What follows belongs to an exercise in optimizing a design on an open flow for small area, a short achievable clock period and few clock cycles per item; a production flow would make more cautious choices.
Where RTL was checked, it was by simulation tests only, not by an equivalence proof against the original.
Function not checked in runs 3 and 4: the RTL went through the layout flow alone.
Power figures rest on the tool's default switching activity, not on a simulated workload.

### design.v
`timescale 1ns / 1ps
module audio_peak_level_meter (
  input  logic        clk,
  input  logic        rst,
  input  logic        cfg_write,
  input  logic [1:0]  cfg_index,
  input  logic [5:0]  cfg_data,
  input  logic        in_valid,
  output logic        in_stall,
  input  logic [7:0]  data_byte,
  input  logic        buffer_end,
  output logic        out_valid,
  input  logic        out_stall,
  output logic [17:0] level_q16,
  output logic [31:0] peak_value
);
  logic        s8, s16, s32;
  logic        k_sgn, k_uns, k_flt, k_oth;
  logic [2:0]  chl;
  logic        cap;
  logic [1:0]  bpos;
  logic [2:0]  cpos;
  logic [23:0] sh;
  logic [31:0] mag;
  logic        p_sd;    
  logic        p_fd;    
  logic        p_be;    
  logic [31:0] run;
  logic [31:0] bpk;
  logic        bz;
  logic [17:0] lvl;     
  logic        lp;      
  logic        cv_fmt;  
  logic        cv_sh;   
  logic [4:0]  cnt;
  logic        stall;   
  logic        accept;
  logic        track;
  logic        fl;
  logic        sample_done;
  logic        frame_done;
  logic        go_be;
  logic        p_sd_n, p_fd_n, p_be_n;
  logic        cv_fmt_n, cv_sh_n, lp_n, out_valid_n;
  logic [31:0] mag_in;
  logic [31:0] run_upd;
  logic [31:0] peak;
  logic [17:0] level;
  always_ff @(posedge clk) begin
    if (rst) begin
      s8    <= 1'b0;
      s16   <= 1'b1;
      s32   <= 1'b0;
      k_sgn <= 1'b1;
      k_uns <= 1'b0;
      k_flt <= 1'b0;
      k_oth <= 1'b0;
      chl   <= 3'd1;
      cap   <= 1'b0;
    end else if (cfg_write) begin
      case (cfg_index)
        2'd0: begin
          s8  <= (cfg_data == 6'd8);
          s16 <= (cfg_data == 6'd16);
          s32 <= (cfg_data == 6'd32);
        end
        2'd1: begin
          k_sgn <= (cfg_data[1:0] == 2'd0);
          k_uns <= (cfg_data[1:0] == 2'd1);
          k_flt <= (cfg_data[1:0] == 2'd2);
          k_oth <= (cfg_data[1:0] == 2'd3);
        end
        2'd2: chl <= (cfg_data[3:0] == 4'd0) ? 3'd0 :
                     cfg_data[3] ? 3'd7 : 3'(cfg_data[2:0] - 3'd1);
        default: cap <= cfg_data[0];
      endcase
    end
  end
  assign in_stall = stall;
  assign accept   = in_valid && !stall;
  assign track    = cap && (s8 || s16 || s32);
  assign fl       = k_flt && s32;
  assign sample_done = s8 || (s16 && bpos[0]) || (bpos == 2'd3);
  assign frame_done  = (cpos == chl);
  always_ff @(posedge clk) begin
    if (accept) begin
      case (bpos)
        2'd0: sh[7:0]   <= data_byte;
        2'd1: sh[15:8]  <= data_byte;
        default: sh[23:16] <= data_byte;
      endcase
    end
  end
  function automatic logic [7:0] below(input logic [7:0] x, input logic c);
    logic [7:0] r;
    r[0] = c;
    for (int i = 1; i < 8; i++) r[i] = r[i - 1] | x[i - 1];
    below = r;
  endfunction
  logic        sgn;
  logic [8:0]  m8;
  logic [16:0] m16;
  logic [31:0] m32;
  logic [31:0] mf;
  always_comb begin
    sgn = k_sgn && data_byte[7];
    m8  = {sgn && data_byte[6:0] == 7'd0,
           data_byte ^ ({8{sgn}} & below(data_byte, 1'b0))};
    m16 = {sgn && data_byte[6:0] == 7'd0 && sh[7:0] == 8'd0,
           data_byte ^ ({8{sgn}} & below(data_byte, |sh[7:0])),
           sh[7:0] ^ ({8{sgn}} & below(sh[7:0], 1'b0))};
    m32 = {data_byte ^ ({8{sgn}} & below(data_byte, |sh[23:0])),
           sh[23:16] ^ ({8{sgn}} & below(sh[23:16], |sh[15:0])),
           sh[15:8] ^ ({8{sgn}} & below(sh[15:8], |sh[7:0])),
           sh[7:0] ^ ({8{sgn}} & below(sh[7:0], 1'b0))};
    mf  = ({data_byte[6:0], sh[23]} == 8'hff && sh[22:0] != 23'd0) ?
          32'd0 : {1'b0, data_byte[6:0], sh};
    mag_in = ({32{s8 && !k_flt && !k_oth}}  & {23'd0, m8}) |
             ({32{s16 && !k_flt && !k_oth}} & {15'd0, m16}) |
             ({32{s32 && !k_flt && !k_oth}} & m32) |
             ({32{fl}} & mf);
  end
  always_ff @(posedge clk) begin
    if (accept && sample_done) mag <= mag_in;
  end
  always_ff @(posedge clk) begin
    if (rst) begin
      bpos <= 2'd0;
      cpos <= 3'd0;
    end else if (accept) begin
      if (buffer_end || !(s8 || s16 || s32)) begin
        bpos <= 2'd0;
        cpos <= 3'd0;
      end else if (sample_done) begin
        bpos <= 2'd0;
        cpos <= frame_done ? 3'd0 : cpos + 3'd1;
      end else begin
        bpos <= bpos + 2'd1;
      end
    end
  end
  always_comb begin
    p_sd_n = stall ? p_sd : (accept && track && sample_done);
    p_fd_n = stall ? p_fd : (accept && track && sample_done && frame_done);
    p_be_n = stall ? p_be : (accept && buffer_end);
    go_be       = !stall && p_be;
    cv_fmt_n    = go_be && fl && track;
    cv_sh_n     = cv_fmt || (cv_sh && cnt != 5'd0);
    lp_n        = (go_be && !(fl && track)) || (cv_sh && cnt == 5'd0);
    out_valid_n = lp || (out_valid && out_stall);
  end
  always_ff @(posedge clk) begin
    if (rst) begin
      p_sd      <= 1'b0;
      p_fd      <= 1'b0;
      p_be      <= 1'b0;
      cv_fmt    <= 1'b0;
      cv_sh     <= 1'b0;
      lp        <= 1'b0;
      out_valid <= 1'b0;
      stall     <= 1'b0;
    end else begin
      p_sd      <= p_sd_n;
      p_fd      <= p_fd_n;
      p_be      <= p_be_n;
      cv_fmt    <= cv_fmt_n;
      cv_sh     <= cv_sh_n;
      lp        <= lp_n;
      out_valid <= out_valid_n;
      stall     <= (cv_fmt_n || cv_sh_n || lp_n || out_valid_n) && (p_fd_n || p_be_n);
    end
  end
  always_comb begin
    run_upd = (mag > run) ? mag : run;
    peak    = p_fd ? run_upd : (bz ? 32'd0 : bpk);
  end
  always_ff @(posedge clk) begin
    if (rst) begin
      run <= 32'd0;
      bz  <= 1'b1;
      lvl <= 18'd0;
    end else begin
      if (!stall) begin
        if (p_be) begin
          run <= 32'd0;
          bz  <= 1'b1;
        end else begin
          if (p_sd) run <= run_upd;
          if (p_fd) bz <= 1'b0;
        end
      end
      if (lp && track) lvl <= level;
    end
  end
  always_ff @(posedge clk) begin
    if (cv_fmt) begin
      bpk <= bpk[30] ? 32'hffff_ffff :
             (bpk[29:28] == 2'b11) ? {1'b1, bpk[22:0], 8'd0} : 32'd0;
      cnt <= (!bpk[30] && bpk[29:28] == 2'b11) ? ~bpk[27:23] : 5'd0;
    end else if (cv_sh) begin
      if (cnt != 5'd0) begin
        bpk <= {1'b0, bpk[31:1]};
        cnt <= cnt - 5'd1;
      end
    end else if (!stall) begin
      if (p_be) bpk <= peak;
      else if (p_fd) bpk <= run_upd;
    end
  end
  logic        c7, c8, c15, c16, c31, c32;
  logic        lz;     
  logic        lsat;
  logic [15:0] lq;
  always_comb begin
    c7  = s8  && !k_uns;
    c8  = s8  && k_uns;
    c15 = s16 && !k_uns;
    c16 = s16 && k_uns;
    c31 = s32 && !k_uns;
    c32 = s32 && k_uns;
    lz = (c7 & (&bpk[6:0])) | (c8 & (&bpk[7:0])) | (c15 & (&bpk[14:0])) |
         (c16 & (&bpk[15:0])) | (c31 & (&bpk[30:0])) | (c32 & (&bpk[31:0]));
    lsat = (c7 & bpk[8]) | (c15 & bpk[16]) | (c31 & bpk[31] & bpk[0]);
    lq = ({16{c7}}  & {bpk[6:0], bpk[6:0], bpk[6:5]}) |
         ({16{c8}}  & {bpk[7:0], bpk[7:0]}) |
         ({16{c15}} & {bpk[14:0], bpk[14]}) |
         ({16{c16}} & bpk[15:0]) |
         ({16{c31}} & bpk[30:15]) |
         ({16{c32}} & bpk[31:16]);
    level = {lsat, ~lsat & (lz | (c31 & bpk[31])), {16{~lsat & ~lz}} & lq};
  end
  assign level_q16  = lvl;
  assign peak_value = bpk;
endmodule
### flow/run.sh
#!/bin/bash
# Standard layout, with the port buffers made of the smallest buffer cell.
cp standard.sh standard_sh.txt
export BUFFER_PORTS_ARGS="-buffer_cell sky130_fd_sc_hd__buf_1"
bash standard.sh finish SETUP_SLACK_MARGIN=7 > standard.log 2>&1
### standard.sh
#!/bin/bash
# synth_recipe.tcl (not shown) runs the flow's synth.tcl, then flattens the netlist and writes it again
# the make line also repeats each setting of config.mk as NAME=value (left out here)
make -C /OpenROAD-flow-scripts/flow DESIGN_CONFIG=/design/flow/config.mk WORK_HOME=/design/flow/orfs CLKGATE_MAP_FILE= SYNTH_SCRIPT=/design/flow/synth_recipe.tcl "${@:-finish}"
### config.mk
export PLATFORM = sky130hd
export DESIGN_NAME = audio_peak_level_meter
export DESIGN_NICKNAME = audio_peak_level_meter
export VERILOG_FILES = /design/flow/design.v
export SDC_FILE = /design/flow/constraint.sdc
export NUM_CORES = 4
export LEC_CHECK = 0
export CAP_MARGIN = 20
export CORE_MARGIN = 2
export CORE_UTILIZATION = 40
export CTS_BUF_LIST = sky130_fd_sc_hd__clkbuf_8
export CTS_CLUSTER_SIZE = 30
export SETUP_SLACK_MARGIN = 5
export SLEW_MARGIN = 20
### constraint.sdc
create_clock -name core_clock -period 9.0 [get_ports {clk}]
set_input_delay 1.8000 -clock core_clock [delete_from_list [all_inputs] [get_ports {clk}]]
set_output_delay 1.8000 -clock core_clock [all_outputs]
set_load 0.01 [all_outputs]
==> flow_summary.ini, run 1 <==
[global_route]
grt_pass1_vias = 8275
grt_max_degree = 43
track_usage_pct = 25.2
antenna_found_initial = 0
grt.overflow.total = 0
grt_pass1_wl_um = 47600

[logic_synthesis]
ys_seq_elements = 168
yosys_warnings = 1
synth_xor_area_share_pct = 1.88
synth_top_family_by_area = compound AO/OA/AOI/OAI gates
synth-adder-area-share_pct = 5.63
syn_avg_cell_area_sq_um = 9.76
yosys-top-cells-area = edfxtp_1, dfxtp_1, ha_1, o21ai_0, mux2i_1
ys.flop_type = edfxtp_1
synth_edf_count = 93
syn_inst = 957
muxShareOfSynthArea_pct = 5.43
synth-simple-area-share_pct = 13.4
syn-num-nets = 1021
yosysTopAreaCellShare_pct = 29.9
yosys.area.top_type = edfxtp_1
ys_seq_area_share_pct = 46.0
synth.distinct_cells = 69
synth-compound-area-share_pct = 22.3
async_flop_share_pct = 0
synth_area_sq_um = 9340

[cells_and_area]
syn2layout_area_growth_pct = 42.6
drive_gt1_share_pct = 38.5
layout_commonest_cell = buf_4
layout_common_cells = buf_4, edfxtp_1, nor2_1
nNetsFinal = 1229
final_cell_area_sq_um = 13300
fill_cells = 1885
insertedDiodeCount = 0

[power_and_ir_drop]
switching_power_mw = 0.449
p_int_mw = 1.16
p_leak_nw = 4.95
p_per_area_nw_per_um2 = 121
ir_drop_v = 0.0000843
power_frac_seq_pct = 52.6
swShare_pct = 27.9
combPwrFrac_pct = 15.2
pwr-share-clk_pct = 32.1

[sta]
tightest_slew_ns = 0.909
slew_headroom_pct = 39.0
timing.final.crit_share_pct = 35.1
fin_tns_setup_ns = 0
final_hold_viol_count = 0
drv_slew = 0
max_clock_freq_mhz = 317
final-setup-viol-count = 0
grt_setup_unrepaired = true
fin_crit_ns = 3.16
worst_slack_ns = 5.84
fin_skew_ns = 0.0198

[floorplanning]
dieWidth_um = 157
die_h_um = 157
ios = 74
rows = 55
core_area_sq_um = 22800
die_area_sq_um = 24600
start_util_pct = 41.0

[run]
maxCapViolCount = 0

[min_path]
hold_class = reg -> reg
hold_depth = 2
hold_start = lvl[9]$_SDFFE_PP0P_
hold-path-endpoint = lvl[9]$_SDFFE_PP0P_

[critical_path]
worst_setup_path_end_kind = flip-flop
r2r-end = run[14]$_SDFFE_PP0P_
reg2reg_depth = 12
rrSetupSlack_ns = 5.88
cp.required_ns = 9.19
crit_type = in -> reg
path_max_fanout = 5
timing.rr.start = mag[8]$_DFFE_PP_
cp-start-kind = input pin
cp.arrival_ns = 3.35

[status]
status = no timing/DRC/antenna violations

[drt]
vias = 8874
routed_wl_um = 32000
routedWlPerCell_um = 21.5
drt_iter0_drc = 918
viasPerCell = 5.95
drc = 0
ant_nets = 0
first_pass_iters = 6

[clocking]
htree_levels = 4
cts_sinks = 168
cts_made_buffers = 17
insertion_delay_ns = 0.48
cts_tree = built
cts.path.max_buffers = 2
cts-root-buf = clkbuf_8
path_clk_slew_ns = 0.10

[placement]
dp_slack_ns = 4.74
dpl.hpwl_um = 18300
globalplace.congestion = 0.861
postPlaceCellArea_sq_um = 10100
port_buffers = 73
critical path, cell delays in order:
cell and delay, ns:
buf_12 0.10, or4_4 0.53, or3_4 0.38, nand2_4 0.12
xor2_1 0.23, o221ai_1 0.17
cell families (layout without fill, tap and decap cells):
kind of cell               Yosys count  count (layout)
and+or+nand+nor                    255             259
muxes                               49              49
xor gates and xnor gates            20              20
buffers and inverters              115             331
adders and majority gates           42              42
AOI/OAI and AO/OA                  308             309
DFF                                168             168
state kept, by name, summed over array words and instances (netlist names), 2 cells and up:
name,cells
cpos,3
lvl,18
chl,3
bpk,32
sh,24
mag,32
cnt,5
bpos,2
run,32
routing by layer:
metal  share of wire, %  GRT usage (%)  up-vias
met3                7.3           5.04       84
li1                   -              -     4050
met4                3.1           7.86        0
met2                 48           41.6      418
met5                  0              0        -
met1                 42           33.5     4322
cell usage after synthesis (all sizes together) (6+ instances only):
master,number
and2,14
inv,58
nor2,84
nand3,15
nor2b,7
o21ai,90
a31oi,9
dfxtp,75
or4,7
xor2,13
a21oi,54
nor3,16
clkbuf,42
a22o,34
nand4,17
o31ai,11
o22ai,8
a22oi,24
a222oi,9
xnor2,7
a32oi,6
a221oi,22
mux2i,36
buf,15
a21o,7
edfxtp,93
ha,42
nand2,65
mux2,13
worst max-delay path by stage:
stage	startpoint	endpoint	slack, ns	cells past startpoint
2_1_floorplan	data_byte[2]	mag[6]$_DFFE_PP_	5.54	6
3_3_place_gp	data_byte[7]	mag[13]$_DFFE_PP_	4.78	6
3_5_place_dp	data_byte[7]	mag[13]$_DFFE_PP_	4.74	6
4_1_cts	data_byte[1]	mag[6]$_DFFE_PP_	5.94	6
5_1_grt	mag[29]$_DFFE_PP_	run[14]$_SDFFE_PP0P_	5.82	12
6_report	data_byte[1]	mag[6]$_DFFE_PP_	5.84	6
power groups by stage:
stage	logic, mW	clock network, mW	registers, mW
5_1_grt	0.261	0.559	0.849
4_1_cts	0.211	0.527	0.846
3_3_place_gp	0.140	0	0.870
6_report	0.246	0.518	0.848
3_5_place_dp	0.142	0	0.870
2_1_floorplan	0.107	0	0.862
layout make-up:
| class | instances | area (sq um) | area share [%] |
|---|---|---|---|
| well taps | 313 | 392 | 2.94 |
| flip-flops and latches | 168 | 4330 | 32.5 |
| repair buffers | 241 | 2390 | 17.9 |
| clock buffers | 17 | 234 | 1.76 |
| multi-input cells | 679 | 5600 | 42.1 |
| inverters | 58 | 245 | 1.84 |
| clock inverters | 15 | 128 | 0.959 |
through the flow:
step | util, % | instances | power [mW] | hold slack (ns)
after floorplan | - | 957 | 0.968 | 0.471
after global placement | 44.3 | 1297 | 1.01 | 0.474
after detailed placement | 44.3 | 1297 | 1.01 | 0.479
after CTS | 55.2 | 1454 | 1.58 | 0.511
after global routing | 58.4 | 1491 | 1.67 | 0.530
final | 58.4 | 1491 | 1.61 | 0.502
timing repair:
action / in CTS / in global routing
hold buffers: 0 / 0
gates resized for setup: 241 / 105
setup endpoints to repair: 269 / 239
buffers inserted: 112 / 34
pin swaps: 57 / 72
gates cloned: 13 / 3
Testbench counts, summed over its fixed seeds: cycles 44,753, bytes 43,768.
==> inputs of run 2 (changes only) <==
==> flow/run.sh (replaced) <==
#!/bin/bash
# Standard layout, with the port buffers made of the smallest buffer cell.
cp standard.sh standard_sh.txt
export BUFFER_PORTS_ARGS="-buffer_cell sky130_fd_sc_hd__buf_1"
bash standard.sh finish SETUP_SLACK_MARGIN=6 > standard.log 2>&1
==> flow_summary.ini, run 2 <==
[cells_and_area]
layout_common_cells = edfxtp_1, nor2_1, dfxtp_1
drive_gt1_share_pct = 14.6
syn2layout_area_growth_pct = 19.1
fin_util_pct = 48.8
layout_commonest_cell = edfxtp_1
insertedDiodeCount = 0
largest_registers = bpk (32), mag (32), run (32)
nNetsFinal = 1137
final_cells = 1399
final_cell_area_sq_um = 11100

[floorplanning]
die_h_um = 157
dieWidth_um = 157
die_area_sq_um = 24600
core_area_sq_um = 22800
start_util_pct = 41.0
rows = 55
ios = 74

[global_route]
grt_max_degree = 43
grt_pass1_wl_um = 42700
track_usage_pct = 22.5
antenna_found_initial = 0
grt.overflow.total = 0
grt_pass1_vias = 7483

[critical_path]
worst_setup_path_end_kind = flip-flop
cp-start-kind = input pin
crit_type = in -> reg
cp_slowest_cell = or4_4
path_max_fanout = 10
crit_buf_inv = 2
cp.arrival_ns = 3.33
path_cells = buf_1 -> buf_6 -> or4_4 -> or3_4 -> nand2_4 -> a21oi_2 -> o21ai_1 -> o211ai_1
crit_family = simple AND/OR/NAND/NOR gates
cp.required_ns = 9.19
max_stage_delay_ns = 0.51

[logic_synthesis]
yosys.area.top_type = edfxtp_1
ys_seq_elements = 168
synth_commonest_cells = edfxtp_1, nor2_1, o21ai_0, dfxtp_1, nand2_1
syn_inst = 957
yosys-top-cells-area = edfxtp_1, dfxtp_1, ha_1, o21ai_0, mux2i_1
synth_most_common_cell = edfxtp_1
yosys_warnings = 1
syn_avg_cell_area_sq_um = 9.76
yosysTopAreaCellShare_pct = 29.9
async_flop_share_pct = 0
synth.distinct_cells = 69
synth_edf_count = 93
syn-num-nets = 1021
synth_area_sq_um = 9340
ys_seq_area_share_pct = 46.0
ys.flop_type = edfxtp_1

[clocking]
cts_made_buffers = 17
cts-root-buf = clkbuf_8
cts.path.max_buffers = 2
cts_sinks = 168
htree_levels = 4
cts_tree = built
hold_buffers = 0
path_clk_slew_ns = 0.09
insertion_delay_ns = 0.47

[sta]
timing.final.crit_share_pct = 34.9
fin_tns_setup_ns = 0
max_clock_freq_mhz = 318
slew_headroom_pct = 36.6
tightest_slew_ns = 0.943
final-setup-viol-count = 0
fin_crit_ns = 3.14
whs_ns = 0.501
worst_slack_ns = 5.86
fin_skew_ns = 0.0295
grt_setup_unrepaired = true
final_hold_viol_count = 0
drv_slew = 0

[run]
maxCapViolCount = 0

[drt]
drc = 0
first_pass_iters = 6
ant_nets = 0
routed_wl_um = 28300
vias = 8134
drt_iter0_drc = 677
viasPerCell = 5.81
routedWlPerCell_um = 20.2

[power_and_ir_drop]
ir_drop_v = 0.0000773
p_per_area_nw_per_um2 = 145
power_mw = 1.62
p_leak_nw = 4.08

[placement]
dp_slack_ns = 4.86
placed_cells = 1305
dpl.hpwl_um = 18200
globalplace.congestion = 0.898
postPlaceCellArea_sq_um = 9920
port_buffers = 73

[min_path]
hold_class = reg -> reg

[status]
status = no timing/DRC/antenna violations
## run 2: cell counts after synthesis
No cell type changed its count.
## run 2: worst paths after layout
path / cells past startpoint / end / slack (ns) / startpoint
hold reg to reg: 2 / bz$_SDFFE_PP1P_ / 0.50 / bz$_SDFFE_PP1P_
hold / removal: 2 / bz$_SDFFE_PP1P_ / 0.50 / bz$_SDFFE_PP1P_
setup / recovery: 8 / mag[14]$_DFFE_PP_ / 5.86 / data_byte[2]
setup reg to reg: 11 / run[13]$_SDFFE_PP0P_ / 6.05 / mag[14]$_DFFE_PP_
## run 2: area by class of cell
cell class	instances	area [sq um]
clock buffers	18	248
repair buffers	151	1030
clock inverters	14	181
fillers	2148	11700
inverters	58	218
flip-flops and latches	168	4300
multi-input cells	677	4760
well taps	313	392
## run 2: metal layers
layer	share of wire, %	GRT usage [%]	vias up
met5	0	0	-
met4	4.0	8.82	0
met3	6.2	3.77	67
met2	46	35.6	324
met1	44	30.8	3880
li1	-	-	3863
## run 2: power breakdown
group          switching [mW]  leakage, nW  total (mW)  internal, mW
Sequential             0.0214         1.45       0.849         0.828
Combinational          0.0996         2.40       0.169        0.0690
Clock                   0.291        0.229       0.598         0.308
## run 2: what timing repair did
action / CTS / global route
setup endpoints to repair: 106 / 84
pin swaps: 8 / 10
buffers inserted: 22 / 33
cloned: 1 / 6
resized for setup: 24 / 24
## run 2: worst min-delay path, stage by stage, from the launching register on
cell and delay [ns]:
dfxtp_1 0.32, o21ai_0 0.07, nand3_1 0.07
## run 2: cell families (layout without fill, tap and decap cells)
logic type / Yosys count / count (layout) / share of synthesized area, %
AO/OA/AOI/OAI: 308 / 310 / 22.3
XOR/XNOR: 20 / 20 / 1.88
adder cells (fa/ha/maj): 42 / 42 / 5.63
buffers and inverters: 115 / 241 / 5.36
flip-flops: 168 / 168 / 46.0
multiplexers: 49 / 49 / 5.43
AND/OR/NAND/NOR: 255 / 256 / 13.4
==> inputs of run 3 (changes only) <==
--- a/design.v
+++ b/design.v
@@ -35,6 +35,7 @@
   logic [4:0]  cnt;
   logic        stall;   
   logic        accept;
+  logic        mono;
   logic        track;
   logic        fl;
   logic        sample_done;
@@ -80,6 +81,7 @@
   assign accept   = in_valid && !stall;
   assign track    = cap && (s8 || s16 || s32);
   assign fl       = k_flt && s32;
+  assign mono     = (chl == 3'd0);
   assign sample_done = s8 || (s16 && bpos[0]) || (bpos == 2'd3);
   assign frame_done  = (cpos == chl);
   always_ff @(posedge clk) begin
@@ -167,12 +169,13 @@
       cv_sh     <= cv_sh_n;
       lp        <= lp_n;
       out_valid <= out_valid_n;
-      stall     <= (cv_fmt_n || cv_sh_n || lp_n || out_valid_n) && (p_fd_n || p_be_n);
-    end
-  end
-  always_comb begin
-    run_upd = (mag > run) ? mag : run;
-    peak    = p_fd ? run_upd : (bz ? 32'd0 : bpk);
+      stall     <= (cv_fmt_n || cv_sh_n || lp_n || out_valid_n) &&
+                   ((p_fd_n && !mono) || p_be_n);
+    end
+  end
+  always_comb begin
+    run_upd = (p_sd && mag > run) ? mag : run;
+    peak    = (p_fd || mono) ? run_upd : (bz ? 32'd0 : bpk);
   end
   always_ff @(posedge clk) begin
     if (rst) begin
@@ -204,7 +207,7 @@
       end
     end else if (!stall) begin
       if (p_be) bpk <= peak;
-      else if (p_fd) bpk <= run_upd;
+      else if (p_fd && !mono) bpk <= run_upd;
     end
   end
   logic        c7, c8, c15, c16, c31, c32;
==> flow_summary.ini, run 3 <==
[drt]
routedWlPerCell_um = 21.2
vias = 8327
drc = 0
ant_nets = 0
viasPerCell = 5.95
routed_wl_um = 29700
first_pass_iters = 7
drt_iter0_drc = 831

[placement]
port_buffers = 73
globalplace.congestion = 0.876
dpl.hpwl_um = 18000

[logic_synthesis]
async_flop_share_pct = 0
syn-num-nets = 1020
synth-simple-area-share_pct = 12.8
synth_top_family_by_area = compound AO/OA/AOI/OAI gates
yosys_warnings = 1
synth_commonest_cells = edfxtp_1, o21ai_0, dfxtp_1, nor2_1, a21oi_1
muxShareOfSynthArea_pct = 6.51
synth-compound-area-share_pct = 22.1
synth_edf_count = 93
yosys-top-cells-area = edfxtp_1, dfxtp_1, ha_1, o21ai_0, mux2i_1
syn_inst = 956
yosys.area.top_type = edfxtp_1
yosysTopAreaCellShare_pct = 29.9
synth.distinct_cells = 60
ys_seq_elements = 168
ys.flop_type = edfxtp_1
synth_area_sq_um = 9340
synth_most_common_cell = edfxtp_1
syn_avg_cell_area_sq_um = 9.77
ys_seq_area_share_pct = 46.0
synth-adder-area-share_pct = 5.63
synth_xor_area_share_pct = 1.97

[floorplanning]
dieWidth_um = 157
ios = 74
start_util_pct = 41.0
core_area_sq_um = 22800
rows = 55
die_h_um = 157
die_area_sq_um = 24600

[min_path]
hold_class = reg -> reg

[critical_path]
cp_common_cell = buf_6
cp.arrival_ns = 3.34
cp-start-kind = flip-flop
path_cells = inv_1 -> ha_1 -> nand4_1 -> buf_6 -> buf_4 -> a21oi_1 -> or4_4 -> a41oi_4 -> buf_6 -> buf_6 -> buf_12 -> mux2i_4 -> o21ai_2
cp.required_ns = 9.22
crit_type = reg -> reg
max_stage_delay_ns = 0.55
cp_slowest_cell = or4_4
worst_setup_path_end_kind = flip-flop
path_max_fanout = 8

[clocking]
path_clk_slew_ns = 0.09
hold_buffers = 0
cts.path.max_buffers = 2
insertion_delay_ns = 0.48
cts-root-buf = clkbuf_8
cts_sinks = 168
cts_made_buffers = 17
htree_levels = 4
cts_tree = built

[cells_and_area]
fill_cells = 2063
syn2layout_area_growth_pct = 23.9
nNetsFinal = 1137
insertedDiodeCount = 0
largest_registers = bpk (32), mag (32), run (32)
layout_commonest_cell = edfxtp_1
layout_common_cells = edfxtp_1, dfxtp_1, nor2_1
drive_gt1_share_pct = 20.2

[sta]
final-setup-viol-count = 0
grt_setup_unrepaired = true
fin_crit_ns = 3.12
fin_tns_setup_ns = 0
final_hold_viol_count = 0
fin_skew_ns = 0.0178
timing.final.crit_share_pct = 34.7
max_clock_freq_mhz = 320
tightest_slew_ns = 1.12
drv_slew = 0
slew_headroom_pct = 25.6

[global_route]
grt_pass1_vias = 7516
antenna_found_initial = 0
grt_max_degree = 43
grt_pass1_wl_um = 43800
grt.overflow.total = 0
track_usage_pct = 23.4

[power_and_ir_drop]
p_leak_nw = 4.06
power_mw = 1.51
ir_drop_v = 0.0000833
p_per_area_nw_per_um2 = 130

[run]
maxCapViolCount = 0

[status]
status = no timing/DRC/antenna violations
-- run 3: cell types whose count changed after synthesis, sizes merged, moves of 4 or more --
| cell | previous run | this run |
|---|---|---|
| and2 | 14 | 9 |
| nand2 | 65 | 60 |
| nor2 | 84 | 71 |
| mux2 | 13 | 22 |
| xor2 | 13 | 17 |
| a21oi | 54 | 66 |
| o31ai | 11 | 6 |
| o311ai | 5 | 1 |
| o21ai | 90 | 94 |
| nor3 | 16 | 20 |
-- run 3: area by class of cell --
class / instances / area [sq um] / share of cell area, %
Clock inverter: 14 / 111 / 0.962
Tap cell: 313 / 392 / 3.38
Sequential cell: 168 / 4300 / 37.2
Inverter: 57 / 214 / 1.85
Clock buffer: 18 / 248 / 2.14
Timing Repair Buffer: 155 / 1190 / 10.3
Multi-Input combinational cell: 674 / 5110 / 44.2
-- run 3: worst paths after layout --
check / start / to / slack (ns) / cells after the start
hold reg to reg: bz$_SDFFE_PP1P_ / bz$_SDFFE_PP1P_ / 0.47 / 1
setup / recovery: run[12]$_SDFFE_PP0P_ / bpk[10]$_DFFE_PP_ / 5.88 / 13
hold / removal: bz$_SDFFE_PP1P_ / bz$_SDFFE_PP1P_ / 0.47 / 1
setup reg to reg: run[12]$_SDFFE_PP0P_ / bpk[10]$_DFFE_PP_ / 5.88 / 13
-- run 3: power breakdown --
part,internal [mW],switching [mW]
Clock,0.222,0.284
Sequential,0.826,0.0217
Combinational,0.0618,0.0927
Total,1.11,0.398
-- run 3: kinds of logic (layout without fill, tap and decap cells) --
| group | after synthesis | after routing |
|---|---|---|
| and+or+nand+nor | 242 | 244 |
| muxes | 58 | 58 |
| AOI/OAI and AO/OA | 309 | 309 |
| xor gates and xnor gates | 21 | 21 |
| DFF | 168 | 168 |
| adders and majority gates | 42 | 42 |
| buffers and inverters | 116 | 244 |
-- run 3: critical path: cells and delay by family (launching register included) --
family,cells,cell delay (ns)
fa+ha+maj,1,0.29
buf+inv,6,0.79
compound gates,3,0.38
mux,1,0.30
simple gates,2,0.69
flops,1,0.42
-- run 3: timing repair --
| action | 4_1_cts | 5_1_grt |
|---|---|---|
| pin swaps | 18 | 50 |
| resized for setup | 72 | 87 |
| setup buffers | 37 | 27 |
| setup endpoints to repair | 115 | 93 |
| gates cloned | 6 | 3 |
-- run 3: metrics by stage --
step	cells	util (%)	cell area [sq um]	worst slack, ns	hold WS [ns]
2_1_floorplan	956	-	9440	5.60	0.430
3_3_place_gp	1293	43.4	9900	4.89	0.442
3_5_place_dp	1293	43.4	9900	4.82	0.449
4_1_cts	1368	48.0	10900	5.94	0.469
5_1_grt	1399	50.8	11600	5.80	0.490
6_report	1399	50.8	11600	5.88	0.467
-- run 3: layer usage --
layer  routed length (um)  up-vias  global-route usage (%)
met3                 2200       57                    4.07
met1                12800     4019                    31.9
met2                14000      393                    37.7
met4                  731        0                    7.86
li1                     -     3858                       -
met5                    0        -                       0
==> inputs of run 4 (changes only) <==
--- a/design.v
+++ b/design.v
@@ -18,6 +18,9 @@
   logic        k_sgn, k_uns, k_flt, k_oth;
   logic [2:0]  chl;
   logic        cap;
+  logic [7:0]  d0;
+  logic        e0;      
+  logic        v0;      
   logic [1:0]  bpos;
   logic [2:0]  cpos;
   logic [23:0] sh;
@@ -35,6 +38,7 @@
   logic [4:0]  cnt;
   logic        stall;   
   logic        accept;
+  logic        take;    
   logic        mono;
   logic        track;
   logic        fl;
@@ -79,17 +83,28 @@
   end
   assign in_stall = stall;
   assign accept   = in_valid && !stall;
+  assign take     = v0 && !stall;
   assign track    = cap && (s8 || s16 || s32);
   assign fl       = k_flt && s32;
   assign mono     = (chl == 3'd0);
+  always_ff @(posedge clk) begin
+    if (accept) begin
+      d0 <= data_byte;
+      e0 <= buffer_end;
+    end
+  end
+  always_ff @(posedge clk) begin
+    if (rst) v0 <= 1'b0;
+    else if (!stall) v0 <= in_valid;
+  end
   assign sample_done = s8 || (s16 && bpos[0]) || (bpos == 2'd3);
   assign frame_done  = (cpos == chl);
   always_ff @(posedge clk) begin
-    if (accept) begin
+    if (take) begin
       case (bpos)
-        2'd0: sh[7:0]   <= data_byte;
-        2'd1: sh[15:8]  <= data_byte;
-        default: sh[23:16] <= data_byte;
+        2'd0: sh[7:0]   <= d0;
+        2'd1: sh[15:8]  <= d0;
+        default: sh[23:16] <= d0;
       endcase
     end
   end
@@ -105,32 +120,32 @@
   logic [31:0] m32;
   logic [31:0] mf;
   always_comb begin
-    sgn = k_sgn && data_byte[7];
-    m8  = {sgn && data_byte[6:0] == 7'd0,
-           data_byte ^ ({8{sgn}} & below(data_byte, 1'b0))};
-    m16 = {sgn && data_byte[6:0] == 7'd0 && sh[7:0] == 8'd0,
-           data_byte ^ ({8{sgn}} & below(data_byte, |sh[7:0])),
+    sgn = k_sgn && d0[7];
+    m8  = {sgn && d0[6:0] == 7'd0,
+           d0 ^ ({8{sgn}} & below(d0, 1'b0))};
+    m16 = {sgn && d0[6:0] == 7'd0 && sh[7:0] == 8'd0,
+           d0 ^ ({8{sgn}} & below(d0, |sh[7:0])),
            sh[7:0] ^ ({8{sgn}} & below(sh[7:0], 1'b0))};
-    m32 = {data_byte ^ ({8{sgn}} & below(data_byte, |sh[23:0])),
+    m32 = {d0 ^ ({8{sgn}} & below(d0, |sh[23:0])),
            sh[23:16] ^ ({8{sgn}} & below(sh[23:16], |sh[15:0])),
            sh[15:8] ^ ({8{sgn}} & below(sh[15:8], |sh[7:0])),
            sh[7:0] ^ ({8{sgn}} & below(sh[7:0], 1'b0))};
-    mf  = ({data_byte[6:0], sh[23]} == 8'hff && sh[22:0] != 23'd0) ?
-          32'd0 : {1'b0, data_byte[6:0], sh};
+    mf  = ({d0[6:0], sh[23]} == 8'hff && sh[22:0] != 23'd0) ?
+          32'd0 : {1'b0, d0[6:0], sh};
     mag_in = ({32{s8 && !k_flt && !k_oth}}  & {23'd0, m8}) |
              ({32{s16 && !k_flt && !k_oth}} & {15'd0, m16}) |
              ({32{s32 && !k_flt && !k_oth}} & m32) |
              ({32{fl}} & mf);
   end
   always_ff @(posedge clk) begin
-    if (accept && sample_done) mag <= mag_in;
+    if (take && sample_done) mag <= mag_in;
   end
   always_ff @(posedge clk) begin
     if (rst) begin
       bpos <= 2'd0;
       cpos <= 3'd0;
-    end else if (accept) begin
-      if (buffer_end || !(s8 || s16 || s32)) begin
+    end else if (take) begin
+      if (e0 || !(s8 || s16 || s32)) begin
         bpos <= 2'd0;
         cpos <= 3'd0;
       end else if (sample_done) begin
@@ -142,9 +157,9 @@
     end
   end
   always_comb begin
-    p_sd_n = stall ? p_sd : (accept && track && sample_done);
-    p_fd_n = stall ? p_fd : (accept && track && sample_done && frame_done);
-    p_be_n = stall ? p_be : (accept && buffer_end);
+    p_sd_n = stall ? p_sd : (take && track && sample_done);
+    p_fd_n = stall ? p_fd : (take && track && sample_done && frame_done);
+    p_be_n = stall ? p_be : (take && e0);
     go_be       = !stall && p_be;
     cv_fmt_n    = go_be && fl && track;
     cv_sh_n     = cv_fmt || (cv_sh && cnt != 5'd0);
==> flow_summary.ini, run 4 <==
[global_route]
grt_pass1_vias = 7872
antenna_found_initial = 0
grt.overflow.total = 0
grt_max_degree = 74
grt_pass1_wl_um = 46100
track_usage_pct = 22.5

[critical_path]
cp.depth = 10
crit_buf_inv = 3
cp.required_ns = 9.20
crit_type = reg -> reg
cp-start-kind = flip-flop
reg2reg_depth = 10
path_max_fanout = 7
path_cells = inv_1 -> ha_1 -> nand4_1 -> nor4_4 -> a221oi_4 -> a31oi_4 -> buf_12 -> clkbuf_16 -> mux2i_1 -> o22ai_1
max_stage_delay_ns = 0.60
cp.arrival_ns = 3.23
crit_family = simple AND/OR/NAND/NOR gates
cp_slowest_cell = nor4_4
worst_setup_path_end_kind = flip-flop

[placement]
dpl.hpwl_um = 19800
port_buffers = 73
globalplace.congestion = 0.874
postPlaceCellArea_sq_um = 10600
dp_slack_ns = 4.74
placed_cells = 1383

[drt]
routed_wl_um = 31300
vias = 8897
first_pass_iters = 9
viasPerCell = 6.05
drc = 0
drt_iter0_drc = 984
ant_nets = 0
routedWlPerCell_um = 21.2

[power_and_ir_drop]
ir_drop_v = 0.000124
p_leak_nw = 4.20
p_per_area_nw_per_um2 = 136

[run]
maxCapViolCount = 0

[logic_synthesis]
synth.distinct_cells = 69
synth_commonest_cells = edfxtp_1, nand2_1, dfxtp_1, nor2_1, o21ai_0
ys_seq_area_share_pct = 45.3
muxShareOfSynthArea_pct = 5.99
syn_avg_cell_area_sq_um = 9.72
ys.flop_type = edfxtp_1
syn-num-nets = 1106
yosys.area.top_type = edfxtp_1
synth_xor_area_share_pct = 2.16
synth-simple-area-share_pct = 13.0
yosys-top-cells-area = edfxtp_1, dfxtp_1, ha_1, a221oi_1, mux2i_1
yosys_warnings = 1
synth-compound-area-share_pct = 22.9
synth_area_sq_um = 10100
synth_most_common_cell = edfxtp_1
synth-adder-area-share_pct = 5.19
synth_edf_count = 102
syn_inst = 1042
async_flop_share_pct = 0
yosysTopAreaCellShare_pct = 30.2
synth_top_family_by_area = compound AO/OA/AOI/OAI gates
ys_seq_elements = 178

[clocking]
cts-root-buf = clkbuf_8
cts_tree = built
cts_sinks = 178
cts_made_buffers = 17
hold_buffers = 0
path_clk_slew_ns = 0.10
htree_levels = 4
cts.path.max_buffers = 2
insertion_delay_ns = 0.46

[floorplanning]
core_area_sq_um = 25000
dieWidth_um = 163
ios = 74
start_util_pct = 40.5
die_h_um = 163
die_area_sq_um = 26600
rows = 58

[sta]
grt_setup_unrepaired = true
final-setup-viol-count = 0
worst_slack_ns = 5.97
timing.final.crit_share_pct = 33.6
fin_crit_ns = 3.03
fin_skew_ns = 0.0165
slew_headroom_pct = 26.1
tightest_slew_ns = 1.11
fin_tns_setup_ns = 0
drv_slew = 0
final_hold_viol_count = 0
max_clock_freq_mhz = 330

[cells_and_area]
insertedDiodeCount = 0
fill_cells = 2329
syn2layout_area_growth_pct = 16.6
drive_gt1_share_pct = 14.0
layout_commonest_cell = edfxtp_1
regArea_sq_um = 4590
final_cells = 1471
final_cell_area_sq_um = 11800
multi_input_area_sq_um = 5190
layout_common_cells = edfxtp_1, nand2_1, dfxtp_1
largest_registers = bpk (32), mag (32), run (32)
nNetsFinal = 1192

[min_path]
hold_depth = 2
hold_class = reg -> reg

[status]
status = no timing/DRC/antenna violations
-- run 4: cell count changes after synthesis, moves of 8 or more --
cell / before / now
o21ai_0: 88 / 66
a221oi_1: 24 / 57
nand2_1: 60 / 87
a211oi_1: 1 / 35
edfxtp_1: 93 / 102
a21oi_1: 66 / 53
buf_1: 1 / 9
a22o_1: 34 / 1
o21ai_1: 5 / 17
-- run 4: power by group --
part           internal, mW  switching (mW)  total [mW]
Clock                 0.322           0.283       0.604
Sequential            0.871          0.0203       0.891
Combinational        0.0403          0.0691       0.109
-- run 4: cell type report --
cell class	count	area share, %
Clock inverter	12	1.39
Sequential cell	178	38.8
Inverter	55	1.75
Timing Repair Buffer	143	8.22
Tap cell	330	3.50
Multi-Input combinational cell	733	44.0
Clock buffer	20	2.33
-- run 4: metal layers --
layer / track usage, % / part of all wire [%] / vias up
li1: - / - / 4149
met1: 31.6 / 44 / 4292
met2: 34.3 / 46 / 386
met3: 4.57 / 7.3 / 70
met4: 8.00 / 2.9 / 0
met5: 0 / 0 / -
-- run 4: metrics by stage --
step                utilization, %  power, mW  hold slack [ns]
floorplan                        -      0.976            0.458
global placement              42.3       1.01            0.482
detailed placement            42.4       1.01            0.485
CTS                           45.1       1.61            0.503
global route                  47.2       1.66            0.529
finish                        47.2       1.60            0.500
-- run 4: repair_timing --
item                                    4_1_cts  5_1_grt
endpoints found under the setup margin       95       84
gates resized for setup                       8       49
hold endpoints to repair                      0        0
buffers inserted                             22       27
cloned                                        2        5
pin swaps                                     1       12
-- run 4: worst reg2reg max path, stage by stage, from the launching register on --
cell and delay, ns:
dfxtp_1 0.41, inv_1 0.09, ha_1 0.31, nand4_1 0.25, nor4_4 0.60, a221oi_4 0.14, a31oi_4 0.33, buf_12 0.17
clkbuf_16 0.16, mux2i_1 0.20, o22ai_1 0.09
-- run 4: final timing paths --
kind,slack [ns],to,start
min,0.50,bz$_SDFFE_PP1P_,bz$_SDFFE_PP1P_
min reg2reg,0.50,bz$_SDFFE_PP1P_,bz$_SDFFE_PP1P_
max reg2reg,5.97,bpk[29]$_DFFE_PP_,run[13]$_SDFFE_PP0P_
max,5.97,bpk[29]$_DFFE_PP_,run[13]$_SDFFE_PP0P_
-- run 4: kinds of logic after synthesis --
family          after synthesis
fa+ha+maj                    42
buf+inv                     133
xor+xnor                     25
flops                       178
mux                          58
compound gates              333
simple gates                273
==> inputs of run 5 (changes only) <==
--- a/design.v
+++ b/design.v
@@ -48,8 +48,6 @@
   logic        p_sd_n, p_fd_n, p_be_n;
   logic        cv_fmt_n, cv_sh_n, lp_n, out_valid_n;
   logic [31:0] mag_in;
-  logic [31:0] run_upd;
-  logic [31:0] peak;
   logic [17:0] level;
   always_ff @(posedge clk) begin
     if (rst) begin
@@ -188,9 +186,28 @@
                    ((p_fd_n && !mono) || p_be_n);
     end
   end
-  always_comb begin
-    run_upd = (p_sd && mag > run) ? mag : run;
-    peak    = (p_fd || mono) ? run_upd : (bz ? 32'd0 : bpk);
+  logic        gt;
+  logic        run_en;   
+  logic        bpk_run;  
+  logic [31:0] bpk_oth;
+  logic [31:0] bpk_d;
+  logic [31:0] run_d;
+  always_comb begin
+    gt      = mag > run;
+    run_en  = !stall && p_sd && !p_be;
+    bpk_run = !cv_fmt && !cv_sh && !stall &&
+              ((p_be && (p_fd || mono)) || (p_fd && !mono));
+    if (cv_fmt)
+      bpk_oth = bpk[30] ? 32'hffff_ffff :
+                (bpk[29:28] == 2'b11) ? {1'b1, bpk[22:0], 8'd0} : 32'd0;
+    else if (cv_sh && cnt != 5'd0)
+      bpk_oth = {1'b0, bpk[31:1]};
+    else if (!stall && p_be && !bpk_run && bz)
+      bpk_oth = 32'd0;
+    else
+      bpk_oth = bpk;
+    bpk_d = (bpk_run && p_sd && gt) ? mag : (bpk_run ? run : bpk_oth);
+    run_d = (run_en && gt) ? mag : ((!stall && p_be) ? 32'd0 : run);
   end
   always_ff @(posedge clk) begin
     if (rst) begin
@@ -198,32 +215,20 @@
       bz  <= 1'b1;
       lvl <= 18'd0;
     end else begin
+      run <= run_d;
       if (!stall) begin
-        if (p_be) begin
-          run <= 32'd0;
-          bz  <= 1'b1;
-        end else begin
-          if (p_sd) run <= run_upd;
-          if (p_fd) bz <= 1'b0;
-        end
+        if (p_be) bz <= 1'b1;
+        else if (p_fd) bz <= 1'b0;
       end
       if (lp && track) lvl <= level;
     end
   end
   always_ff @(posedge clk) begin
-    if (cv_fmt) begin
-      bpk <= bpk[30] ? 32'hffff_ffff :
-             (bpk[29:28] == 2'b11) ? {1'b1, bpk[22:0], 8'd0} : 32'd0;
+    bpk <= bpk_d;
+    if (cv_fmt)
       cnt <= (!bpk[30] && bpk[29:28] == 2'b11) ? ~bpk[27:23] : 5'd0;
-    end else if (cv_sh) begin
-      if (cnt != 5'd0) begin
-        bpk <= {1'b0, bpk[31:1]};
-        cnt <= cnt - 5'd1;
-      end
-    end else if (!stall) begin
-      if (p_be) bpk <= peak;
-      else if (p_fd && !mono) bpk <= run_upd;
-    end
+    else if (cv_sh && cnt != 5'd0)
+      cnt <= cnt - 5'd1;
   end
   logic        c7, c8, c15, c16, c31, c32;
   logic        lz;     
==> flow/run.sh (replaced) <==
#!/bin/bash
# Standard layout, with the port buffers made of the smallest buffer cell.
cp standard.sh standard_sh.txt
export BUFFER_PORTS_ARGS="-buffer_cell sky130_fd_sc_hd__buf_1"
bash standard.sh finish SETUP_SLACK_MARGIN=6.5 > standard.log 2>&1
==> flow_summary.ini, run 5 <==
[status]
status = no timing/DRC/antenna violations

[sta]
max_clock_freq_mhz = 330
tightest_slew_ns = 0.907
grt_setup_unrepaired = true
fin_skew_ns = 0.0199
timing.final.crit_share_pct = 33.7
fin_tns_setup_ns = 0
fin_crit_ns = 3.03
final_hold_viol_count = 0
drv_slew = 0
final-setup-viol-count = 0
slew_headroom_pct = 39.5

[logic_synthesis]
synth.distinct_cells = 73
syn_avg_cell_area_sq_um = 9.42
ys.flop_type = edfxtp_1
async_flop_share_pct = 0
syn-num-nets = 1142
yosysTopAreaCellShare_pct = 30.2
ys_seq_elements = 178
yosys.area.top_type = edfxtp_1
synth_area_sq_um = 10200
yosys_warnings = 1
synth_commonest_cells = edfxtp_1, nand2_1, nor2_1, o21ai_0, dfxtp_1
synth_most_common_cell = edfxtp_1
synth_edf_count = 102
ys_seq_area_share_pct = 45.2
yosys-top-cells-area = edfxtp_1, dfxtp_1, ha_1, o21ai_0, mux2i_1
syn_inst = 1078

[cells_and_area]
fill_cells = 2107
nNetsFinal = 1322
insertedDiodeCount = 0
drive_gt1_share_pct = 35.8
fin_util_pct = 54.8
syn2layout_area_growth_pct = 35.1
largest_registers = bpk (32), mag (32), run (32)
layout_commonest_cell = buf_4
layout_common_cells = buf_4, edfxtp_1, nand2_1
final_cell_area_sq_um = 13700

[critical_path]
path_cells = ha_4 -> nand4_1 -> or4_4 -> o31ai_4 -> a31oi_4 -> a41o_4 -> buf_8 -> nand2_8 -> mux2i_1
rrSetupSlack_ns = 5.97
cp_slowest_cell = or4_4
crit_type = reg -> reg
worst_setup_path_end_kind = flip-flop
max_stage_delay_ns = 0.53
cp.required_ns = 9.37
cp.arrival_ns = 3.40
path_max_fanout = 8
cp-start-kind = flip-flop

[clocking]
insertion_delay_ns = 0.49
path_clk_slew_ns = 0.09
cts_made_buffers = 17
cts_sinks = 178
cts.path.max_buffers = 2
cts-root-buf = clkbuf_8
cts_tree = built
htree_levels = 4

[floorplanning]
ios = 74
dieWidth_um = 163
core_area_sq_um = 25000
start_util_pct = 40.5
die_area_sq_um = 26700
rows = 58
die_h_um = 163

[run]
maxCapViolCount = 0

[drt]
routedWlPerCell_um = 21.7
ant_nets = 0
routed_wl_um = 34700
drt_iter0_drc = 1313
viasPerCell = 6.01
drc = 0
vias = 9628
first_pass_iters = 6

[power_and_ir_drop]
p_int_mw = 1.15
swShare_pct = 27.1
p_leak_nw = 5.06
ir_drop_v = 0.0000884
p_per_area_nw_per_um2 = 115
switching_power_mw = 0.429
power_frac_seq_pct = 56.1
pwr-share-clk_pct = 35.1
combPwrFrac_pct = 8.9

[global_route]
grt.overflow.total = 0
track_usage_pct = 25.4
grt_pass1_wl_um = 52000
grt_pass1_vias = 9114
grt_max_degree = 77
antenna_found_initial = 0

[placement]
postPlaceCellArea_sq_um = 10800
globalplace.congestion = 0.906
dpl.hpwl_um = 19900
port_buffers = 73

[min_path]
hold_class = reg -> reg
[run 5: stage by stage]
stage | cells | setup WS, ns | power, mW | hold slack, ns
detailed placement | 1425 | 5.15 | 1.02 | 0.452
global placement | 1425 | 5.20 | 1.01 | 0.445
global route | 1601 | 5.93 | 1.63 | 0.499
floorplan | 1078 | 6.35 | 0.979 | 0.438
finish | 1601 | 5.97 | 1.58 | 0.466
CTS | 1576 | 6.06 | 1.58 | 0.466
[run 5: logic make-up after synthesis]
group / after synthesis / synth area share [%]
AND/OR/NAND/NOR: 346 / 16.5
AO/OA/AOI/OAI: 304 / 19.8
flip-flops: 178 / 45.2
buffers and inverters: 126 / 5.36
multiplexers: 61 / 6.29
adder cells (fa/ha/maj): 42 / 5.18
XOR/XNOR: 21 / 1.81
[run 5: cell type report]
type	count	area, sq um	area share, %
Timing Repair Buffer	215	1740	12.7
Inverter	59	239	1.74
Sequential cell	178	4630	33.7
Tap cell	330	413	3.01
Clock inverter	15	140	1.02
Clock buffer	17	234	1.71
Multi-Input combinational cell	787	6320	46.1
[run 5: path summary, 6_finish.rpt]
kind,from,endpoint,depth (start not counted)
setup / recovery,mag[29]$_DFFE_PP_,run[13]$_SDFFE_PP0P_,9
hold / removal,run[31]$_SDFFE_PP0P_,run[31]$_SDFFE_PP0P_,2
setup reg to reg,mag[29]$_DFFE_PP_,run[13]$_SDFFE_PP0P_,9
hold reg to reg,run[31]$_SDFFE_PP0P_,run[31]$_SDFFE_PP0P_,2
[run 5: critical path: cells and delay by family (launching register included)]
| family | cells | cell delay (ns) |
|---|---|---|
| fa+ha+maj | 1 | 0.31 |
| mux | 1 | 0.32 |
| simple gates | 3 | 0.90 |
| flops | 1 | 0.48 |
| buf+inv | 1 | 0.17 |
| compound gates | 3 | 0.75 |
[run 5: metal layers]
metal,share of wire (%),wire length (um),up-vias,track usage (%)
met5,0,0,-,0
met1,41,14100,4564,32.4
met3,8.0,2780,152,5.33
met2,47,16200,542,41.4
met4,4.6,1610,0,11.5
li1,-,-,4370,-
[run 5: repair_timing]
| item | 4_1_cts | 5_1_grt |
|---|---|---|
| hold buffers | 0 | 0 |
| pin swaps | 46 | 32 |
| gates cloned | 13 | 0 |
| buffers inserted | 106 | 25 |
| setup endpoints to repair | 199 | 196 |
| gates resized for setup | 225 | 97 |
[run 5: power by group through the flow]
| stage | combinational (mW) | sequential [mW] | clock [mW] |
|---|---|---|---|
| floorplan | 0.0788 | 0.900 | 0 |
| global placement | 0.102 | 0.911 | 0 |
| detailed placement | 0.103 | 0.912 | 0 |
| CTS | 0.128 | 0.888 | 0.561 |
| global route | 0.152 | 0.888 | 0.592 |
| finish | 0.140 | 0.887 | 0.554 |
Testbench counts of run 5, summed over its fixed seeds: cycles 44,288, bytes 43,768.
==> inputs of run 6 (changes only) <==
==> flow/run.sh (replaced) <==
#!/bin/bash
# Standard layout, with the port buffers made of the smallest buffer cell.
cp standard.sh standard_sh.txt
export BUFFER_PORTS_ARGS="-buffer_cell sky130_fd_sc_hd__buf_1"
bash standard.sh finish SETUP_SLACK_MARGIN=6 > standard.log 2>&1
==> flow_summary.ini, run 6 <==
[logic_synthesis]
synth-adder-area-share_pct = 5.18
ys_seq_area_share_pct = 45.2
synth_most_common_cell = edfxtp_1
synth.distinct_cells = 73
synth_top_family_by_area = compound AO/OA/AOI/OAI gates
async_flop_share_pct = 0
syn_avg_cell_area_sq_um = 9.42
synth_area_sq_um = 10200
synth_xor_area_share_pct = 1.81
ys.flop_type = edfxtp_1
syn_inst = 1078
synth-simple-area-share_pct = 16.5
yosys.area.top_type = edfxtp_1
muxShareOfSynthArea_pct = 6.29
yosys-top-cells-area = edfxtp_1, dfxtp_1, ha_1, o21ai_0, mux2i_1
synth_edf_count = 102
ys_seq_elements = 178
synth_commonest_cells = edfxtp_1, nand2_1, nor2_1, o21ai_0, dfxtp_1
yosys_warnings = 1
synth-compound-area-share_pct = 19.8
syn-num-nets = 1142
yosysTopAreaCellShare_pct = 30.2

[floorplanning]
core_area_sq_um = 25000
dieWidth_um = 163
rows = 58
die_area_sq_um = 26700
start_util_pct = 40.5
die_h_um = 163
ios = 74

[clocking]
path_clk_slew_ns = 0.10
cts-root-buf = clkbuf_8
cts_made_buffers = 17
insertion_delay_ns = 0.47
cts_sinks = 178
cts.path.max_buffers = 2
cts_tree = built
htree_levels = 4

[drt]
drc = 0
routed_wl_um = 28600
vias = 8595
routedWlPerCell_um = 19.0
ant_nets = 0
first_pass_iters = 7
drt_iter0_drc = 1000
viasPerCell = 5.71

[global_route]
grt_pass1_vias = 7862
grt_max_degree = 76
track_usage_pct = 21.4
grt_pass1_wl_um = 44200
grt.overflow.total = 0
antenna_found_initial = 0

[critical_path]
worst_setup_path_end_kind = flip-flop
cp.required_ns = 9.21
path_max_fanout = 35
cp.arrival_ns = 3.23
cp-start-kind = flip-flop
timing.rr.start = mag[7]$_DFFE_PP_
r2r-end = bpk[29]$_DFFE_PP_
crit_type = reg -> reg
rrSetupSlack_ns = 5.98
reg2reg_depth = 9

[placement]
port_buffers = 73
globalplace.congestion = 0.859
dpl.hpwl_um = 19400

[sta]
final-setup-viol-count = 0
max_clock_freq_mhz = 331
final_hold_viol_count = 0
fin_crit_ns = 3.02
fin_tns_setup_ns = 0
tightest_slew_ns = 0.852
drv_slew = 0
grt_setup_unrepaired = true
timing.final.crit_share_pct = 33.5
slew_headroom_pct = 43.2
fin_skew_ns = 0.0262

[min_path]
hold_start = lvl[15]$_SDFFE_PP0P_
hold-path-endpoint = lvl[15]$_SDFFE_PP0P_
hold_class = reg -> reg
hold_depth = 2

[run]
maxCapViolCount = 0

[cells_and_area]
fill_cells = 2426
regArea_sq_um = 4590
insertedDiodeCount = 0
nNetsFinal = 1226
multi_input_area_sq_um = 5200
layout_commonest_cell = edfxtp_1
syn2layout_area_growth_pct = 13.6
largest_registers = bpk (32), mag (32), run (32)
drive_gt1_share_pct = 12.9
layout_common_cells = edfxtp_1, nand2_1, nor2_1, o21ai_0, dfxtp_1

[power_and_ir_drop]
p_leak_nw = 4.21
ir_drop_v = 0.0000658
p_per_area_nw_per_um2 = 133
power_mw = 1.54

[status]
status = no timing/DRC/antenna violations
run 6: cell counts after synthesis:
Identical to the previous run, type by type.
run 6: layer usage:
metal	global-route usage, %	up-vias	share of wire [%]
met3	3.94	52	5.1
li1	-	4135	-
met5	0	-	0
met2	33.9	287	46
met1	29.2	4121	46
met4	7.68	0	2.9
run 6: worst max-delay path by stage:
stage | from | endpoint | slack [ns]
floorplan | cfg_index[1] | s16$_SDFFE_PP1P_ | 6.23
global placement | mag[29]$_DFFE_PP_ | bpk[29]$_DFFE_PP_ | 5.09
detailed placement | mag[29]$_DFFE_PP_ | bpk[29]$_DFFE_PP_ | 5.04
CTS | mag[7]$_DFFE_PP_ | bpk[29]$_DFFE_PP_ | 5.81
global route | mag[7]$_DFFE_PP_ | bpk[29]$_DFFE_PP_ | 5.93
finish | mag[7]$_DFFE_PP_ | bpk[29]$_DFFE_PP_ | 5.98
run 6: area by class of cell:
class | instances | area share [%]
Clock buffer | 18 | 2.15
Clock inverter | 14 | 1.11
Inverter | 59 | 1.92
Multi-Input combinational cell | 776 | 45.1
Sequential cell | 178 | 39.8
Tap cell | 330 | 3.58
Timing Repair Buffer | 130 | 6.31
run 6: where the power goes:
| group | leakage [nW] | internal (mW) | switching, mW |
|---|---|---|---|
| clock network | 0.202 | 0.231 | 0.310 |
| registers | 1.53 | 0.870 | 0.0188 |
| logic | 2.48 | 0.0419 | 0.0673 |
run 6: worst max-delay path, stage by stage, from the launching register on:
cell      delay [ns]
edfxtp_1        0.41
ha_1            0.34
a41o_1          0.24
a21oi_1         0.14
nor3_1          0.06
or4b_2          0.66
a41o_1          0.29
buf_12          0.19
nand2_8         0.10
mux2_2          0.33
run 6: cells by family after synthesis:
family	after synthesis
adder cells (fa/ha/maj)	42
AND/OR/NAND/NOR	346
XOR/XNOR	21
buffers and inverters	126
multiplexers	61
flip-flops	178
AO/OA/AOI/OAI	304
run 6: metrics by stage:
stage          util, %  area, sq um  hold WS (ns)  setup WS [ns]  instances
2_1_floorplan        -        10200         0.438           6.23       1078
3_3_place_gp      42.5        10600         0.445           5.09       1427
3_5_place_dp      42.5        10600         0.448           5.04       1427
4_1_cts           45.1        11300         0.464           5.81       1488
5_1_grt           46.1        11500         0.483           5.93       1505
6_report          46.1        11500         0.465           5.98       1505
run 6: repair_timing:
item / in CTS / in global routing
gates cloned: 1 / 1
setup endpoints to repair: 130 / 100
hold buffers: 0 / 0
gates resized for setup: 14 / 20
pin swaps: 3 / 3
setup buffers: 28 / 16
==> inputs of run 7 (changes only) <==
==> flow/run.sh (replaced) <==
#!/bin/bash
cp standard.sh standard_sh.txt
export BUFFER_PORTS_ARGS="-buffer_cell sky130_fd_sc_hd__buf_1"
bash standard.sh finish SETUP_SLACK_MARGIN=6 > standard.log 2>&1
==> flow_summary.ini, run 7 <==
[global_route]
grt_pass1_vias = 7862
grt.overflow.total = 0
grt_max_degree = 76
antenna_found_initial = 0
grt_pass1_wl_um = 44200
track_usage_pct = 21.4

[floorplanning]
ios = 74
die_h_um = 163
dieWidth_um = 163
start_util_pct = 40.5
rows = 58
die_area_sq_um = 26700
core_area_sq_um = 25000

[drt]
vias = 8595
routed_wl_um = 28600
first_pass_iters = 7
drt_iter0_drc = 1000
drc = 0
routedWlPerCell_um = 19.0
viasPerCell = 5.71
ant_nets = 0

[logic_synthesis]
syn-num-nets = 1142
synth.distinct_cells = 73
ys.flop_type = edfxtp_1
async_flop_share_pct = 0
synth_edf_count = 102
synth_area_sq_um = 10200
yosysTopAreaCellShare_pct = 30.2
yosys.area.top_type = edfxtp_1
ys_seq_area_share_pct = 45.2
yosys-top-cells-area = edfxtp_1, dfxtp_1, ha_1, o21ai_0, mux2i_1
ys_seq_elements = 178
syn_inst = 1078
syn_avg_cell_area_sq_um = 9.42
synth_most_common_cell = edfxtp_1
yosys_warnings = 1
synth_commonest_cells = edfxtp_1, nand2_1, nor2_1, o21ai_0, dfxtp_1

[clocking]
cts_sinks = 178
path_clk_slew_ns = 0.10
hold_buffers = 0
cts.path.max_buffers = 2
cts-root-buf = clkbuf_8
cts_tree = built
cts_made_buffers = 17
htree_levels = 4
insertion_delay_ns = 0.47

[critical_path]
max_stage_delay_ns = 0.66
crit_buf_inv = 1
worst_setup_path_end_kind = flip-flop
cp.required_ns = 9.21
crit_type = reg -> reg
cp.arrival_ns = 3.23
cp_slowest_cell = or4b_2
cp_common_cell = a41o_1
cp-start-kind = flip-flop
path_max_fanout = 35
crit_family = simple AND/OR/NAND/NOR gates
path_cells = ha_1 -> a41o_1 -> a21oi_1 -> nor3_1 -> or4b_2 -> a41o_1 -> buf_12 -> nand2_8 -> mux2_2

[cells_and_area]
drive_gt1_share_pct = 12.9
largest_registers = bpk (32), mag (32), run (32)
regArea_sq_um = 4590
fill_cells = 2426
layout_common_cells = edfxtp_1, nand2_1, nor2_1, o21ai_0, dfxtp_1
syn2layout_area_growth_pct = 13.6
multi_input_area_sq_um = 5200
final_cells = 1505
layout_commonest_cell = edfxtp_1
insertedDiodeCount = 0
nNetsFinal = 1226

[power_and_ir_drop]
ir_drop_v = 0.0000658
p_leak_nw = 4.21
combPwrFrac_pct = 7.1
switching_power_mw = 0.396
power_frac_seq_pct = 57.8
power_mw = 1.54
p_per_area_nw_per_um2 = 133
swShare_pct = 25.7
p_int_mw = 1.14
pwr-share-clk_pct = 35.1

[sta]
final_hold_viol_count = 0
grt_setup_unrepaired = true
fin_skew_ns = 0.0262
fin_tns_setup_ns = 0
fin_crit_ns = 3.02
timing.final.crit_share_pct = 33.5
slew_headroom_pct = 43.2
tightest_slew_ns = 0.852
whs_ns = 0.465
drv_slew = 0
max_clock_freq_mhz = 331
final-setup-viol-count = 0

[min_path]
hold_class = reg -> reg

[status]
status = no timing/DRC/antenna violations

[placement]
port_buffers = 73
dpl.hpwl_um = 19400
globalplace.congestion = 0.859
placed_cells = 1427

[run]
maxCapViolCount = 0
run 7: timing repair:
item / CTS / global route
endpoints found under the setup margin: 130 / 100
buffers inserted: 28 / 16
pin swaps: 3 / 3
resized for setup: 14 / 20
cloned: 1 / 1
run 7: layer usage:
layer  vias up  part of all wire (%)  GRT usage (%)
li1       4135                     -              -
met1      4121                    46           29.2
met2       287                    46           33.9
met3        52                   5.1           3.94
met4         0                   2.9           7.68
met5         -                     0              0
run 7: path summary, 6_finish.rpt:
kind | cells after the start | from | end | slack [ns]
min reg2reg | 2 | lvl[15]$_SDFFE_PP0P_ | lvl[15]$_SDFFE_PP0P_ | 0.46
min | 2 | lvl[15]$_SDFFE_PP0P_ | lvl[15]$_SDFFE_PP0P_ | 0.46
max | 9 | mag[7]$_DFFE_PP_ | bpk[29]$_DFFE_PP_ | 5.98
max reg2reg | 9 | mag[7]$_DFFE_PP_ | bpk[29]$_DFFE_PP_ | 5.98
run 7: power groups by stage:
| stage | Clock, mW | Sequential (mW) | Combinational [mW] |
|---|---|---|---|
| floorplan | 0 | 0.900 | 0.0748 |
| global placement | 0 | 0.911 | 0.0987 |
| detailed placement | 0 | 0.911 | 0.0991 |
| CTS | 0.551 | 0.889 | 0.106 |
| global route | 0.586 | 0.891 | 0.121 |
| finish | 0.541 | 0.889 | 0.109 |
run 7: area by class of cell:
cell class | count | area share (%)
multi-input cells | 776 | 45.1
well taps | 330 | 3.58
clock buffers | 18 | 2.15
flip-flops and latches | 178 | 39.8
repair buffers | 130 | 6.31
clock inverters | 14 | 1.11
inverters | 59 | 1.92
run 7: per-stage QoR:
step	utilization [%]	setup WS (ns)	cell area [sq um]
floorplan	-	6.23	10200
global placement	42.5	5.09	10600
detailed placement	42.5	5.04	10600
CTS	45.1	5.81	11300
global route	46.1	5.93	11500
finish	46.1	5.98	11500
run 7: worst reg2reg max path: cells and delay by family (launching register included):
kind                     cells  cell delay (ns)
buffers and inverters        1             0.19
adder cells (fa/ha/maj)      1             0.35
AO/OA/AOI/OAI                3             0.68
flip-flops                   1             0.41
multiplexers                 1             0.33
AND/OR/NAND/NOR              3             0.82
run 7: logic make-up after synthesis:
family	Yosys count	synth area share, %
buffers and inverters	126	5.36
xor gates and xnor gates	21	1.81
DFF	178	45.2
AOI/OAI and AO/OA	304	19.8
adders and majority gates	42	5.18
muxes	61	6.29
and+or+nand+nor	346	16.5

[separate check: timing with driven ports]
The flow's constraints put no driver on any port. The routed layouts listed below were extracted and timed again, unchanged, in two steps.
Step 1 sets driving cells, clkbuf_16 on the clock port and buf_2 on the other inputs (assumed; they add their load-dependent delay and slew).
Step 2 times the ports against the registers' clock, not the clock port: input delays grow and output delays shrink by t, the midpoint of the rising clock arrivals with the driver on.
Slacks: ideal ports / drivers / drivers and shift; pairs: ideal ports / drivers.
run	t (ns)	setup WS [ns]	slew at the worst register clock pin (ns)
run 1	0.511	5.841 / 5.834 / 5.323	0.10 / 0.10
run 2	0.498	5.857 / 5.877 / 5.379	0.11 / 0.11
run 3	0.512	5.879 / 5.879 / 5.405	0.10 / 0.10
run 4	0.497	5.974 / 5.972 / 5.624	0.10 / 0.10
run 5	0.523	5.969 / 5.969 / 5.707	0.11 / 0.11
run 6	0.500	5.983 / 5.983 / 5.956	0.11 / 0.11
run 7	0.500	5.983 / 5.983 / 5.956	0.11 / 0.11
After both steps every run listed still meets setup and hold. The setup slack of run 1, which loses most, moves by -0.007 ns with the drivers and by -0.518 ns with both steps.
